What follows belongs to an exercise in optimizing a design on an open flow for small area, a short achievable clock period and few clock cycles; a production flow would make more cautious choices. Only simulation tests tie the RTL to the original design; equivalence was not proved.

==> flow/design.v (outline; a module is shown in full before it is edited, if it fits) <==
// module cmsr_mul: 1040 lines
// module cmsr_area: 3122 lines
// module cmsr_sum: 589 lines
// module contact_manifold_slot_replacer: 314 lines
module contact_manifold_slot_replacer #(
   parameter int COORD_BITS = cmsr_pkg::COORD_BITS_DEF
) (
   input  logic clock,
   input  logic reset,
   input  logic req_tvalid,
   output logic req_tready,
   input  logic [((cmsr_pkg::DEPTH_BITS + 3*COORD_BITS + 2 + 7) / 8) * 8 - 1:0] req_tdata,
   input  logic [cmsr_pkg::MODE_BITS-1:0] req_tuser,
   output logic rsp_tvalid,
   input  logic rsp_tready,
   output logic [cmsr_pkg::RSP_BITS-1:0] rsp_tdata
);
  // ...
==> flow/run.sh <==
#!/bin/bash
# synth_recipe.tcl (not shown) runs the flow's synth.tcl, then flattens the netlist and writes it again
# the make line also repeats each setting of config.mk as NAME=value (left out here)
make -C /OpenROAD-flow-scripts/flow DESIGN_CONFIG=/design/flow/config.mk WORK_HOME=/design/flow/orfs CLKGATE_MAP_FILE= SYNTH_SCRIPT=/design/flow/synth_recipe.tcl finish
==> flow/config.mk <==
export PLATFORM = sky130hd
export DESIGN_NAME = contact_manifold_slot_replacer
export DESIGN_NICKNAME = contact_manifold_slot_replacer
export VERILOG_FILES = /design/flow/design.v
export SDC_FILE = /design/flow/constraint.sdc
export NUM_CORES = 4
export LEC_CHECK = 0
export CAP_MARGIN = 20
export CORE_MARGIN = 2
export CORE_UTILIZATION = 55
export PLACE_DENSITY = 0.68
export SETUP_SLACK_MARGIN = 5
export SLEW_MARGIN = 20
==> flow/constraint.sdc <==
create_clock -name core_clock -period 12.0 [get_ports {clock}]
set_input_delay 2.4000 -clock core_clock [delete_from_list [all_inputs] [get_ports {clock}]]
set_output_delay 2.4000 -clock core_clock [all_outputs]
set_load 0.01 [all_outputs]
==> flow_summary.yaml, run 1 <==
outcome:
  outcome: "no timing/DRC/antenna violations"
finish:
  finalNetCount: 19780
  layout.area.seq_um2: 36520
  largest_reg_flops: 388
  flops_and_latches: 1585
  final.signal_buffer_count: 347
synthesis:
  ys.flop_type: "dfxtp_1"
  synth_cell_type_count: 103
  post-synth-top-count-cell: "nand2_1"
  netlist.top_cell.by_area: "fa_1"
  yosys-mux-area-fraction: 0.003740
setup_path:
  worstReg2RegStart: "t0_ff[15]"
  critical_path.reg2reg.endpoint: "sp[1][4]"
  worst_path_cell_with_the_longest_stage_delay: "buf_4"
  setup.worst_path.end_class: "register"
  critical_path.top_delay_family: "compound AO/OA/AOI/OAI gates"
sta:
  rsz_0062_raised_after_global_routing: "no"
floorplanning:
  fp.dieArea_um2: 300600
global_routing:
  global_route.usage.met2: 0.5558
  initial_antenna_violation_count: 24
  grt_pass1_vias: 129200
  largest_net_degree_at_the_start_of_global_routing: 70
placement:
  dpl-instance-area_um2: 167100
Testbench counts, summed over its fixed seeds: cycles 17,361.
==> module contact_manifold_slot_replacer, before the edit <==
module contact_manifold_slot_replacer #(
   parameter int COORD_BITS = cmsr_pkg::COORD_BITS_DEF
) (
   input  logic clock,
   input  logic reset,
   input  logic req_tvalid,
   output logic req_tready,
   input  logic [((cmsr_pkg::DEPTH_BITS + 3*COORD_BITS + 2 + 7) / 8) * 8 - 1:0] req_tdata,
   input  logic [cmsr_pkg::MODE_BITS-1:0] req_tuser,
   output logic rsp_tvalid,
   input  logic rsp_tready,
   output logic [cmsr_pkg::RSP_BITS-1:0] rsp_tdata
);
   localparam int CW   = COORD_BITS;
   localparam int DW   = CW + 1;             
   localparam int XW   = 2 * DW + 1;         
   localparam int QW   = 2 * XW - 4;         
   localparam int TW   = QW + 2;             
   localparam int X_LO = DEPTH_BITS;
   localparam int Y_LO = DEPTH_BITS + CW;
   localparam int Z_LO = DEPTH_BITS + 2 * CW;
   localparam int R_LO = DEPTH_BITS + 3 * CW;
   logic signed [DEPTH_BITS-1:0] sd [SLOTS];
   logic signed [CW-1:0]         sp [SLOTS][3];
   logic [COUNT_BITS-1:0]        count_ff;
   logic                         x_valid, x_fullr, x_computed;
   logic [MODE_BITS-1:0]         x_mode;
   logic signed [DEPTH_BITS-1:0] x_depth;
   logic signed [CW-1:0]         x_pt [3];
   logic [SLOT_BITS-1:0]         x_rslot, x_pick;
   logic                         r_valid;
   logic [SLOT_BITS-1:0]         r_written;
   logic [1:0]                   f_cnt;
   logic [RSP_BITS-1:0]          f_data0, f_data1;
   logic                         prot_valid;
   logic [SLOT_BITS-1:0]         prot_slot;
   logic                         sq_go, sq_first;
   logic [SLOT_BITS-1:0]         sq_s;
   logic [1:0]                   sq_t;
   logic [SLOTS-1:0]             sel_i, sel_j, sel_k;
   logic                         uv_valid, uv_last;
   logic [SLOT_BITS-1:0]         uv_s;
   logic signed [DW-1:0]         u [3];
   logic signed [DW-1:0]         v [3];
   logic                         k_valid, k_final;
   logic [SLOT_BITS-1:0]         k_s;
   logic [XW-1:0]                k0_ff [3];
   logic [XW-1:0]                k1_ff [3];
   logic [XW-1:0]                k2_ff [3];
   logic [XW-1:0]                k3_ff [3];
   logic                         c_valid, c_final;
   logic [SLOT_BITS-1:0]         c_s;
   logic [XW-3:0]                y_ff [3];      
   logic                         s_ff [3];      
   logic                         h_valid, h_final;
   logic [SLOT_BITS-1:0]         h_s;
   logic [TW-1:0]                h_ff [6];      
   logic                         g_valid, g_final;
   logic [SLOT_BITS-1:0]         g_s;
   logic [TW-1:0]                t0_ff, t1_ff;  
   logic [TW-1:0]                best_ff;
   logic [SLOT_BITS-1:0]         pick_ff;
   logic [SLOT_BITS-1:0]         deep;
   logic [SLOTS-1:0]             dgt [SLOTS];      
   logic [SLOTS-1:0]             is_deep;
   always_comb begin
      for (int a = 0; a < SLOTS; a++) begin
         for (int b = 0; b < SLOTS; b++) begin
            dgt[a][b] = (a != b) && (sd[a] > sd[b]);
         end
      end
      for (int n = 0; n < SLOTS; n++) begin
         is_deep[n] = (COUNT_BITS'(n) < count_ff);
         for (int m = 0; m < SLOTS; m++) begin
            if (m < n && !dgt[n][m]) is_deep[n] = 1'b0;
            if (m > n && COUNT_BITS'(m) < count_ff && dgt[m][n]) is_deep[n] = 1'b0;
         end
      end
      deep = '0;
      for (int n = SLOTS - 1; n >= 0; n--) begin
         if (is_deep[n]) deep = SLOT_BITS'(n);
      end
   end
   logic x_full, x_final, x_done, r_push, pop, r_free_safe, accept, x_fire, acc_full;
   logic [SLOT_BITS-1:0] wslot, last_slot;
   logic [COUNT_BITS-1:0] count_x, count_acc;
   logic t_better, rm_ok;
   assign x_full      = x_valid && x_fullr;
   assign x_final     = g_valid && g_final;
   assign x_done      = x_valid && (!x_full || x_final || x_computed);
   assign pop         = (f_cnt != 2'd0) && rsp_tready;
   assign r_push      = r_valid && ((f_cnt != 2'd2) || pop);
   assign r_free_safe = !r_valid || (f_cnt != 2'd2);
   assign x_fire      = x_done && r_free_safe;
   assign req_tready  = !x_valid || x_fire;
   assign accept      = req_tvalid && req_tready;
   assign last_slot   = SLOT_BITS'(count_ff - COUNT_BITS'(1));
   assign rm_ok       = (COUNT_BITS'(x_rslot) < count_ff);
   always_comb begin
      count_x = count_ff;
      case (x_mode)
         MODE_ADD:    if (!x_fullr) count_x = count_ff + COUNT_BITS'(1);
         MODE_REMOVE: if (rm_ok) count_x = count_ff - COUNT_BITS'(1);
         MODE_CLEAR:  count_x = '0;
         default: ;
      endcase
      count_acc = x_valid ? count_x : count_ff;
   end
   assign acc_full = accept && (req_tuser == MODE_ADD) && (count_acc == COUNT_BITS'(SLOTS));
   logic [TW+1:0] n_best;
   logic [TW+2:0] t_cmp;
   assign n_best   = ~{2'b00, best_ff};
   assign t_cmp    = {3'b000, t0_ff} + {3'b000, t1_ff} + {1'b0, n_best};
   assign t_better = g_valid && t_cmp[TW+2];
   assign wslot    = x_computed ? x_pick : (t_better ? g_s : pick_ff);
   logic [SLOTS-1:0] wen, g_oh, pick_oh, xpick_oh;
   logic             w_rm, wf_now, wf_late, wf_add, wf_rm;
   assign w_rm    = (x_mode == MODE_REMOVE);
   assign wf_now  = x_valid && x_fullr && !x_computed && g_valid && g_final && r_free_safe;
   assign wf_late = x_valid && x_fullr && x_computed && r_free_safe;
   assign wf_add  = x_valid && !x_fullr && (x_mode == MODE_ADD) && r_free_safe;
   assign wf_rm   = x_valid && w_rm && rm_ok && r_free_safe;
   always_comb begin
      for (int n = 0; n < SLOTS; n++) begin
         wen[n] = (wf_now && (t_better ? g_oh[n] : pick_oh[n])) ||
                  (wf_late && xpick_oh[n]) ||
                  (wf_add && count_ff == COUNT_BITS'(n)) ||
                  (wf_rm && x_rslot == SLOT_BITS'(n));
      end
   end
   logic                 n_exists, n_go, prot0;
   logic [SLOT_BITS-1:0] n_s, s1;
   logic [1:0]           n_t;
   logic deeper_any;
   assign deeper_any = (sd[0] > x_depth) || (sd[1] > x_depth) || (sd[2] > x_depth) || (sd[3] > x_depth);
   assign prot0 = (deep == 2'd0) && (sd[0] > x_depth);
   always_comb begin
      n_exists = 1'b1;
      s1 = sq_s + 2'd1;
      if (sq_first) begin
         n_s = prot0 ? 2'd1 : 2'd0;
         n_t = prot0 ? 2'd0 : 2'd1;
      end else if (sq_t != 2'd2) begin
         n_s = sq_s;
         n_t = sq_t + 2'd1;
      end else if (prot_valid && s1 == prot_slot) begin
         n_exists = (sq_s < 2'd2);
         n_s = sq_s + 2'd2;
         n_t = '0;
      end else begin
         n_exists = (sq_s != 2'd3);
         n_s = s1;
         n_t = '0;
      end
   end
   function automatic logic [3*SLOTS-1:0] term_sel(input logic [SLOT_BITS-1:0] s, input logic [1:0] t);
      logic [SLOT_BITS-1:0] o0, o1, o2, ti, tj, tk;
      logic [SLOTS-1:0]     hi, hj, hk;
      o0 = (s == 2'd0) ? 2'd1 : 2'd0;
      o1 = (s <= 2'd1) ? 2'd2 : 2'd1;
      o2 = (s <= 2'd2) ? 2'd3 : 2'd2;
      case (t)
         2'd0:    begin ti = o0; tj = o1; tk = o2; end
         2'd1:    begin ti = o1; tj = o0; tk = o2; end
         default: begin ti = o2; tj = o0; tk = o1; end
      endcase
      hi = 4'b0001 << ti;
      hj = 4'b0001 << tj;
      hk = 4'b0001 << tk;
      term_sel = {hi, hj, hk};
   endfunction
   logic [3*SLOTS-1:0] n_sel;
   assign n_sel = sq_go ? term_sel(n_s, n_t) : term_sel(2'd0, 2'd0);
   logic signed [CW-1:0] pi [3];
   logic signed [CW-1:0] pj [3];
   logic signed [CW-1:0] pk [3];
   always_comb begin
      for (int k = 0; k < 3; k++) begin
         pi[k] = '0;
         pj[k] = '0;
         pk[k] = '0;
         for (int n = 0; n < SLOTS; n++) begin
            pi[k] = pi[k] | (sp[n][k] & {CW{sel_i[n]}});
            pj[k] = pj[k] | (sp[n][k] & {CW{sel_j[n]}});
            pk[k] = pk[k] | (sp[n][k] & {CW{sel_k[n]}});
         end
      end
   end
   logic [XW-1:0] xc0 [3];
   logic [XW-1:0] xc1 [3];
   logic [XW-1:0] xc2 [3];
   logic [XW-1:0] xc3 [3];
   logic [TW-1:0] sq [6];
   logic [TW-1:0] t_sum0, t_sum1;
   logic [XW-1:0] xsum [3];
   always_comb begin
      for (int k = 0; k < 3; k++) xsum[k] = k0_ff[k] + k1_ff[k] + k2_ff[k] + k3_ff[k];
   end
   for (genvar k = 0; k < 3; k++) begin : g_comp
      cmsr_mul u_mul (
         .a (u[(k+1)%3]), .b (v[(k+2)%3]), .c (u[(k+2)%3]), .d (v[(k+1)%3]),
         .y0 (xc0[k]), .y1 (xc1[k]), .y2 (xc2[k]), .y3 (xc3[k])
      );
   end
   cmsr_sum u_sum (
      .r0 (h_ff[0]), .r1 (h_ff[1]), .r2 (h_ff[2]), .r3 (h_ff[3]), .r4 (h_ff[4]), .r5 (h_ff[5]),
      .t0 (t_sum0), .t1 (t_sum1)
   );
   cmsr_area u_sq (
      .s0 (s_ff[0]), .y0 (y_ff[0]), .s1 (s_ff[1]), .y1 (y_ff[1]), .s2 (s_ff[2]), .y2 (y_ff[2]),
      .q0 (sq[0]), .q1 (sq[1]), .q2 (sq[2]), .q3 (sq[3]), .q4 (sq[4]), .q5 (sq[5])
   );
   always_ff @(posedge clock) begin
      sq_s <= sq_go ? n_s : 2'd0;
      sq_t <= sq_go ? n_t : 2'd0;
      {sel_i, sel_j, sel_k} <= n_sel;
      sq_first <= acc_full;
      if (sq_first) begin
         best_ff    <= '0;
         pick_ff    <= '0;
         pick_oh    <= 4'b0001;
         prot_valid <= deeper_any;
         prot_slot  <= deep;
      end else if (t_better) begin
         best_ff <= t0_ff + t1_ff;
         pick_ff <= g_s;
         pick_oh <= g_oh;
      end
      if (sq_go) begin
         uv_s    <= sq_s;
         uv_last <= !n_exists;
         for (int k = 0; k < 3; k++) begin
            u[k] <= DW'(x_pt[k]) - DW'(pi[k]);
            v[k] <= DW'(pj[k]) - DW'(pk[k]);
         end
      end
      for (int k = 0; k < 3; k++) begin
         k0_ff[k] <= xc0[k];
         k1_ff[k] <= xc1[k];
         k2_ff[k] <= xc2[k];
         k3_ff[k] <= xc3[k];
         s_ff[k]  <= xsum[k][XW-1];
         y_ff[k]  <= xsum[k][XW-3:0] ^ {(XW-2){xsum[k][XW-1]}};
      end
      k_final <= uv_last;
      k_s     <= uv_s;
      c_final <= k_final;
      c_s     <= k_s;
      h_final <= c_final;
      h_s     <= c_s;
      for (int r = 0; r < 6; r++) h_ff[r] <= sq[r];
      t0_ff   <= t_sum0;
      t1_ff   <= t_sum1;
      g_final <= h_final;
      g_s     <= h_s;
      g_oh    <= 4'b0001 << h_s;
      if (x_final) begin
         x_pick   <= wslot;
         xpick_oh <= 4'b0001 << wslot;
      end
      if (accept) begin
         x_mode  <= req_tuser;
         x_fullr <= acc_full;
         x_depth <= req_tdata[DEPTH_BITS-1:0];
         x_pt[0] <= req_tdata[X_LO +: CW];
         x_pt[1] <= req_tdata[Y_LO +: CW];
         x_pt[2] <= req_tdata[Z_LO +: CW];
         x_rslot <= req_tdata[R_LO +: SLOT_BITS];
      end
      for (int n = 0; n < SLOTS; n++) begin
         if (wen[n]) begin
            sd[n] <= w_rm ? sd[last_slot] : x_depth;
            for (int k = 0; k < 3; k++) sp[n][k] <= w_rm ? sp[last_slot][k] : x_pt[k];
         end
      end
      if (x_fire) begin
         if (x_mode != MODE_ADD) r_written <= '0;
         else if (x_fullr)       r_written <= wslot;
         else                    r_written <= SLOT_BITS'(count_ff);
      end
      if (r_push) begin
         if (f_cnt == 2'd0 || (f_cnt == 2'd1 && pop)) f_data0 <= {(count_ff == '0), deep, count_ff, r_written};
         else                                        f_data1 <= {(count_ff == '0), deep, count_ff, r_written};
      end
      if (pop && f_cnt == 2'd2) f_data0 <= f_data1;
      if (reset) begin
         count_ff   <= '0;
         x_valid    <= 1'b0;
         x_computed <= 1'b0;
         r_valid    <= 1'b0;
         f_cnt      <= '0;
         sq_go      <= 1'b0;
         uv_valid   <= 1'b0;
         k_valid    <= 1'b0;
         c_valid    <= 1'b0;
         h_valid    <= 1'b0;
         g_valid    <= 1'b0;
      end else begin
         if (x_fire) count_ff <= count_x;
         x_valid    <= accept || (x_valid && !x_fire);
         x_computed <= x_valid && !x_fire && (x_computed || x_final);
         r_valid    <= x_fire || (r_valid && !r_push);
         f_cnt      <= f_cnt + 2'(r_push) - 2'(pop);
         sq_go      <= acc_full || (sq_go && n_exists);
         uv_valid   <= sq_go;
         k_valid    <= uv_valid && !(prot_valid && uv_s == prot_slot);
         c_valid    <= k_valid;
         h_valid    <= c_valid;
         g_valid    <= h_valid;
      end
   end
   assign rsp_tvalid = (f_cnt != 2'd0);
   assign rsp_tdata  = f_data0;
endmodule
==> inputs of run 2 (changes only) <==
--- a/flow/design.v
+++ b/flow/design.v
@@ -4858,4 +4858,14 @@
    assign x_fire      = x_done && r_free_safe;
-   assign req_tready  = !x_valid || x_fire;
-   assign accept      = req_tvalid && req_tready;
+   assign accept      = req_tvalid && ready_ff;
+   assign req_tready  = ready_ff;
+   logic       ready_ff, ready_n, xv_n, xf_n, xc_n, rv_n;
+   logic [1:0] fc_n;
+   always_comb begin
+      xv_n    = accept || (x_valid && !x_fire);
+      xf_n    = accept ? acc_full : x_fullr;
+      xc_n    = x_valid && !x_fire && (x_computed || x_final);
+      rv_n    = x_fire || (r_valid && !r_push);
+      fc_n    = f_cnt + 2'(r_push) - 2'(pop);
+      ready_n = !xv_n || ((!xf_n || (h_valid && h_final) || xc_n) && (!rv_n || fc_n != 2'd2));
+   end
    assign last_slot   = SLOT_BITS'(count_ff - COUNT_BITS'(1));
@@ -4992,9 +5002,7 @@
       end
-      if (sq_go) begin
-         uv_s    <= sq_s;
-         uv_last <= !n_exists;
-         for (int k = 0; k < 3; k++) begin
-            u[k] <= DW'(x_pt[k]) - DW'(pi[k]);
-            v[k] <= DW'(pj[k]) - DW'(pk[k]);
-         end
+      uv_s    <= sq_s;
+      uv_last <= !n_exists;
+      for (int k = 0; k < 3; k++) begin
+         u[k] <= DW'(x_pt[k]) - DW'(pi[k]);
+         v[k] <= DW'(pj[k]) - DW'(pk[k]);
       end
@@ -5051,2 +5059,3 @@
          count_ff   <= '0;
+         ready_ff   <= 1'b1;
          x_valid    <= 1'b0;
@@ -5063,2 +5072,3 @@
          if (x_fire) count_ff <= count_x;
+         ready_ff   <= ready_n;
          x_valid    <= accept || (x_valid && !x_fire);
==> flow_summary.yaml, run 2 <==
sta:
  worst_slew_margin_rel: 0.1440
  finalHoldViolCount: 0
  worst_pin_slew_ns: 1.282
  fin_crit_ns: 5.733
  report.final.slew_viol_count: 0
  tns_ns: 0
  clock-skew-final_ns: 0.07583
  fmax_ghz: 0.1744
  report.final.setup_viol: 0
  fin_crit_share: 0.4777
  rsz_0062_raised_after_global_routing: "no"
clocking:
  cts_buffers: 188
  cts_root_buffer: "clkbuf_16"
  count_of_hold_fix_buffers_inserted_at_cts: 0
  cts.htree.levels: 4
  tritoncts_clock_tree: "done"
  cts.reportedPaths.clkPinSlew_ns: 0.06
  cts.repair_timing.setup_buffer_count: 0
  cts_resized: 0
  clk_path_buf_depth: 4
  clock_sink_count: 1586
  insertion_delay_ns: 0.93
setup_path:
  worst_path_cell_with_the_longest_stage_delay: "buf_4"
  timing.critical_path.fanout_max: 47
  setup_slack_reg_to_reg_ns: 6.27
  critical_path_cell_by_cell: "inv_1 -> fa_1 -> inv_1 -> ha_1 -> nand4_1 -> nor3_1 -> nand4_1 -> nor4_1 -> a2111oi_2 -> buf_4 -> o21a_2 -> mux2i_1 -> o22ai_4 -> buf_4"
  critical_path.top_delay_family: "simple AND/OR/NAND/NOR gates"
  setup.worst_path.end_class: "register"
  cp_num_buf_inv: 4
  critical_path_class: "reg2reg"
  critical_path_cell_count: 14
  max_stage_delay_ns: 0.87
  worstPathRequired_ns: 12.52
  critical_path.startpoint_type: "register"
  critical_path_data_arrival_time_ns: 6.26
  worst_r2r_path_depth: 14
finish:
  biggestRegsByFlops: "h_ff: 388 flops, sp: 192 flops"
  finalNetCount: 19790
  layout-drive-gt1-share: 0.04875
  final_area_um2: 172700
  top_register: "h_ff"
  fin_cells: 20810
  largest_reg_flops: 388
  area.growth.synth_to_final_pct: 6.637
  final_cell_mix: "2982 x nand2_1, 2377 x fa_1, 1926 x inv_1"
  final_common_cell: "nand2_1"
drt:
  routed_wire_length_per_instance_um: 26.40
  detailedRoute.firstIterationViolations: 15750
  number_of_antenna_violating_nets_in_the_routed_design: 0
  via_per_inst: 6.086
  finalWirelength_mm: 549.2
  via_count: 126600
  drcViolationCount: 0
  firstDrtPassIters: 10
synthesis:
  synthDominantCellAreaShare: 0.2938
  ys.flop_type: "dfxtp_1"
  netlist.top_cell.by_area: "fa_1"
  netlist_top_cells_count: "2983 x nand2_1, 2377 x fa_1, 1928 x inv_1"
  syn-instance-count: 17200
  ys.warnings.count: 40
  syn_avg_cell_area_um2: 9.418
  synth-edff-count: 351
  flip_flop_and_latch_count_after_synthesis: 1586
  synthArstFlopShare: 0
  synth_cell_type_count: 92
  synthTopCellsByArea: "fa_1 29%, dfxtp_1 15%, xnor2_1 9.0%"
  synthesis.area_um2: 161900
  seq_area_frac_synth: 0.2178
  post-synth-top-count-cell: "nand2_1"
placement:
  dp.cells: 20430
  dpl-instance-area_um2: 166100
  finalWeightedCongestion: 0.9320
  place.port_buffers: 81
  detailed_place_hpwl_mm: 350.2
run:
  cap_viol_max_count: 0
floorplanning:
  design.portCount: 88
  initial_core_utilization: 0.5521
  fp.dieArea_um2: 298800
  die_height_um: 546.6
  die_width_um: 546.6
  core_um2: 293300
  fp-row-count: 199
global_routing:
  initial_antenna_violation_count: 24
  top_usage_layer: "met2"
  wire_length_of_the_first_global_routing_pass_mm: 812.3
  grt_pass1_vias: 128500
  grt_util_all_layers: 0.3652
  met1_usage: 0.4590
  largest_net_degree_at_the_start_of_global_routing: 73
  grtUsageMet3: 0.1088
  globalRoute.totalOverflow: 0
  global_route.usage.met2: 0.5573
worst_hold_path:
  hp-class: "reg2reg"
  hold-path-cell-count: 0
outcome:
  outcome: "no timing/DRC/antenna violations"
-- run 2: changes by cell type after synthesis, sizes merged, moves of 16 or more --
cell / before / now
buf: 170 / 153
o21ai: 318 / 334
o21a: 250 / 278
xor2: 351 / 316
mux2i: 53 / 33
edfxtp: 457 / 351
dfxtp: 1128 / 1235
xnor2: 1670 / 1695
-- run 2: cell families (layout without fill, tap and decap cells) --
group                    count (synthesis)  count (layout)  share of synthesized area
adder cells (fa/ha/maj)               3499            3499                     0.3729
buffers and inverters                 2941            2605                    0.06845
other                                    1              28                 0.00002316
AO/OA/AOI/OAI                         2296            2296                    0.09544
XOR/XNOR                              2012            2012                     0.1100
multiplexers                            41              41                   0.002596
flip-flops                            1586            1586                     0.2178
AND/OR/NAND/NOR                       4819            4819                     0.1328
-- run 2: per-stage QoR --
step,worst slack [ns],util,hold WS [ns]
6_report,6.267,0.5888,0.3265
2_1_floorplan,5.311,-,0.3096
3_5_place_dp,6.319,0.5663,0.3144
5_1_grt,6.152,0.5886,0.3339
3_3_place_gp,6.333,0.5663,0.3105
4_1_cts,6.311,0.5885,0.3279
-- run 2: worst reg2reg max path: stages, from the launching register on --
cell and delay, ns:
dfxtp_1 0.34, inv_1 0.06, fa_1 0.54, inv_1 0.05, ha_1 0.30, nand4_1 0.17
nor3_1 0.53, nand4_1 0.39, nor4_1 0.41, a2111oi_2 0.12, buf_4 0.24, o21a_2 0.35
mux2i_1 0.22, o22ai_4 0.75, buf_4 0.90
-- run 2: final cells by class --
| class | instances | area (µm²) |
|---|---|---|
| Inverter | 1928 | 7238 |
| Fill cell | 25280 | 120600 |
| Antenna cell | 26 | 65.06 |
| Multi-Input combinational cell | 12670 | 115700 |
| Clock buffer | 236 | 5092 |
| Tap cell | 3919 | 4903 |
| Clock inverter | 109 | 1441 |
| Sequential cell | 1586 | 35510 |
| Timing Repair Buffer | 332 | 2695 |
-- run 2: final timing paths --
check,start,end
setup / recovery,t0_ff[37],sp[8][15]
hold / removal,h_ff[5][0],t1_ff[0]
setup reg to reg,t0_ff[37],sp[8][15]
hold reg to reg,h_ff[5][0],t1_ff[0]
-- run 2: layer usage --
metal	routed length (µm)	part of all wire
met2	236100	0.43
met4	40230	0.073
met3	73540	0.13
met1	199200	0.36
met5	151	0.00027
Testbench counts of run 2, summed over its fixed seeds: cycles 17,361.
==> inputs of run 3 (changes only) <==
--- a/flow/design.v
+++ b/flow/design.v
@@ -4889,3 +4889,3 @@
    assign wslot    = x_computed ? x_pick : (t_better ? g_s : pick_ff);
-   logic [SLOTS-1:0] wen, g_oh, pick_oh, xpick_oh;
+   logic [SLOTS-1:0] wen, wen2, g_oh, pick_oh, xpick_oh;
    logic             w_rm, wf_now, wf_late, wf_add, wf_rm;
@@ -4902,2 +4902,6 @@
                   (wf_rm && x_rslot == SLOT_BITS'(n));
+         wen2[n] = (wf_now && (t_better ? (g_s == SLOT_BITS'(n)) : (pick_ff == SLOT_BITS'(n)))) ||
+                   (wf_late && x_pick == SLOT_BITS'(n)) ||
+                   (wf_add && count_ff == COUNT_BITS'(n)) ||
+                   (wf_rm && x_rslot == SLOT_BITS'(n));
       end
@@ -5043,4 +5047,8 @@
          if (wen[n]) begin
-            sd[n] <= w_rm ? sd[last_slot] : x_depth;
-            for (int k = 0; k < 3; k++) sp[n][k] <= w_rm ? sp[last_slot][k] : x_pt[k];
+            sd[n]    <= w_rm ? sd[last_slot] : x_depth;
+            sp[n][0] <= w_rm ? sp[last_slot][0] : x_pt[0];
+         end
+         if (wen2[n]) begin
+            sp[n][1] <= w_rm ? sp[last_slot][1] : x_pt[1];
+            sp[n][2] <= w_rm ? sp[last_slot][2] : x_pt[2];
          end
==> flow_summary.yaml, run 3 <==
outcome:
  outcome: "no timing/DRC/antenna violations"
clocking:
  cts_root_buffer: "clkbuf_16"
  cts.htree.levels: 4
  insertion_delay_ns: 0.94
  cts_buffers: 186
  tritoncts_clock_tree: "done"
  cts.reportedPaths.clkPinSlew_ns: 0.06
  cts_resized: 0
  clock_sink_count: 1586
  clk_path_buf_depth: 4
  count_of_hold_fix_buffers_inserted_at_cts: 0
  cts.repair_timing.setup_buffer_count: 0
setup_path:
  cp_num_buf_inv: 4
  critical_path.startpoint_type: "register"
  critical_path.top_delay_family: "simple AND/OR/NAND/NOR gates"
  worstPathRequired_ns: 12.81
  max_stage_delay_ns: 0.77
  setup.worst_path.end_class: "register"
  worst_path_cell_with_the_longest_stage_delay: "nor4_1"
  critical_path_data_arrival_time_ns: 6.63
  critical_path_class: "reg2reg"
  timing.critical_path.fanout_max: 59
  critical_path_cell_by_cell: "inv_1 -> fa_1 -> inv_1 -> ha_1 -> nand4_1 -> nor4_1 -> nand3_1 -> a211oi_1 -> o31ai_1 -> o211ai_1 -> buf_4 -> buf_4 -> or4b_2 -> o211ai_1"
synthesis:
  netlist_top_cells_count: "3029 x nand2_1, 2377 x fa_1, 1891 x inv_1"
  flip_flop_and_latch_count_after_synthesis: 1586
  synthesis.area_um2: 161500
  ys.flop_type: "dfxtp_1"
  seq_area_frac_synth: 0.2183
  syn_avg_cell_area_um2: 9.417
  synthArstFlopShare: 0
  syn-instance-count: 17150
  post-synth-top-count-cell: "nand2_1"
  synth_cell_type_count: 94
  synth-edff-count: 351
  ys.warnings.count: 40
  synthTopCellsByArea: "fa_1 29%, dfxtp_1 15%, xnor2_1 9.2%"
  synthDominantCellAreaShare: 0.2946
  netlist.top_cell.by_area: "fa_1"
sta:
  finalHoldViolCount: 0
  tns_ns: 0
  fin_crit_ns: 5.822
  fmax_ghz: 0.1718
  final.hold.worst_slack_ns: 0.3234
  fin_crit_share: 0.4851
  worst_slew_margin_rel: 0.1320
  report.final.setup_viol: 0
  worst_pin_slew_ns: 1.302
  final_worst_slack_ns: 6.178
  report.final.slew_viol_count: 0
  clock-skew-final_ns: 0.08049
  rsz_0062_raised_after_global_routing: "no"
floorplanning:
  fp-row-count: 198
  initial_core_utilization: 0.5540
  core_um2: 291600
  die_width_um: 545.9
  die_height_um: 545.9
  fp.dieArea_um2: 298100
  design.portCount: 88
drt:
  finalWirelength_mm: 551.4
  number_of_antenna_violating_nets_in_the_routed_design: 0
  firstDrtPassIters: 10
  detailedRoute.firstIterationViolations: 16500
  drcViolationCount: 0
  via_count: 126900
  routed_wire_length_per_instance_um: 26.63
  via_per_inst: 6.126
finish:
  final_area_um2: 172000
  layout-drive-gt1-share: 0.04712
  final_core_util: 0.5900
  area.growth.synth_to_final_pct: 6.506
  final_cell_mix: "3028 x nand2_1, 2377 x fa_1, 1890 x inv_1"
  finalNetCount: 19720
  final_common_cell: "nand2_1"
  largest_reg_flops: 388
  biggestRegsByFlops: "h_ff: 388 flops, sp: 192 flops"
  top_register: "h_ff"
placement:
  dp_slack_ns: 6.020
  place.port_buffers: 81
  finalWeightedCongestion: 0.9350
  detailed_place_hpwl_mm: 348.7
  dpl-instance-area_um2: 165600
global_routing:
  grt_pass1_vias: 127900
  largest_net_degree_at_the_start_of_global_routing: 69
  globalRoute.totalOverflow: 0
  wire_length_of_the_first_global_routing_pass_mm: 813.3
  initial_antenna_violation_count: 23
  grt_util_all_layers: 0.3669
run:
  cap_viol_max_count: 0
worst_hold_path:
  hp-class: "reg2reg"
run 3: cell types whose count changed in the layout (fill, tap and decap cells not counted), sizes merged, moves of 12 or more:
cell / previous run / this run
xor2: 316 / 329
o21a: 278 / 263
a22oi: 151 / 128
buf: 251 / 238
inv: 1948 / 1901
nor3: 58 / 37
nand2: 2983 / 3029
a221o: 23 / 39
o21ai: 334 / 356
nor2: 410 / 380
a21oi: 637 / 614
o2111ai: 20 / 8
run 3: final cells by class:
cell class / count / area, µm²
Antenna cell: 21 / 52.55
Clock buffer: 243 / 5225
Clock inverter: 93 / 1164
Fill cell: 24760 / 119500
Inverter: 1896 / 7119
Multi-Input combinational cell: 12650 / 115400
Sequential cell: 1586 / 35570
Tap cell: 3900 / 4880
Timing Repair Buffer: 319 / 2597
run 3: metal layers:
metal	track usage	share of wire
met5	0.004647	0.00078
met4	0.2098	0.073
met3	0.1101	0.14
met2	0.5614	0.43
met1	0.4617	0.36
run 3: cell families (layout without fill, tap and decap cells):
family / Yosys count / after routing / share of synthesized area
adder cells (fa/ha/maj): 3500 / 3500 / 0.3739
buffers and inverters: 2917 / 2551 / 0.06798
AND/OR/NAND/NOR: 4835 / 4835 / 0.1338
flip-flops: 1586 / 1586 / 0.2183
multiplexers: 53 / 53 / 0.003362
other: 1 / 23 / 0.00002321
AO/OA/AOI/OAI: 2243 / 2243 / 0.09311
XOR/XNOR: 2018 / 2018 / 0.1095
run 3: worst register-to-register path: cells and delay by family, from the launching register on:
family | cells | cell delay, ns
flip-flops | 1 | 0.35
AND/OR/NAND/NOR | 4 | 2.10
adder cells (fa/ha/maj) | 2 | 0.84
AO/OA/AOI/OAI | 4 | 1.06
buffers and inverters | 4 | 1.39
run 3: final timing paths:
check,start,to,slack (ns),cells past startpoint
setup reg to reg,t0_ff[56],best_ff[42],6.18,14
hold reg to reg,c_final,h_final,0.32,0
hold / removal,c_final,h_final,0.32,0
setup / recovery,t0_ff[56],best_ff[42],6.18,14
run 3: per-stage QoR:
| step | std cells |
|---|---|
| after global routing | 20690 |
| after global placement | 20350 |
| after CTS | 20690 |
| final | 20710 |
| after detailed placement | 20350 |
| after floorplan | 17150 |
Testbench counts of run 3, summed over its fixed seeds: cycles 17,361.

## static timing again, ports no longer ideal
No port has a modelled driver above. Below, the same layouts with a new extraction and two added sets of constraints. Step 1 assumes that a clkbuf_16 drives the clock port and a buf_2 every other input. Step 2, shift: input delay + t, output delay - t, t = (earliest + latest rising clock arrival at the registers) / 2. This alone moves slack from input paths to output paths. Slacks: no drivers / after step 1 / after step 2; pairs: no drivers / after step 1.
run | t, ns | setup WS [ns] | worst setup path after step 2
run 1 | 0.977 | 5.594 / 5.594 / 5.594 | register to register
run 2 | 0.995 | 6.267 / 6.267 / 6.267 | register to register
run 3 | 0.998 | 6.178 / 6.178 / 6.178 | register to register
After both steps setup and hold are still met in every run listed.
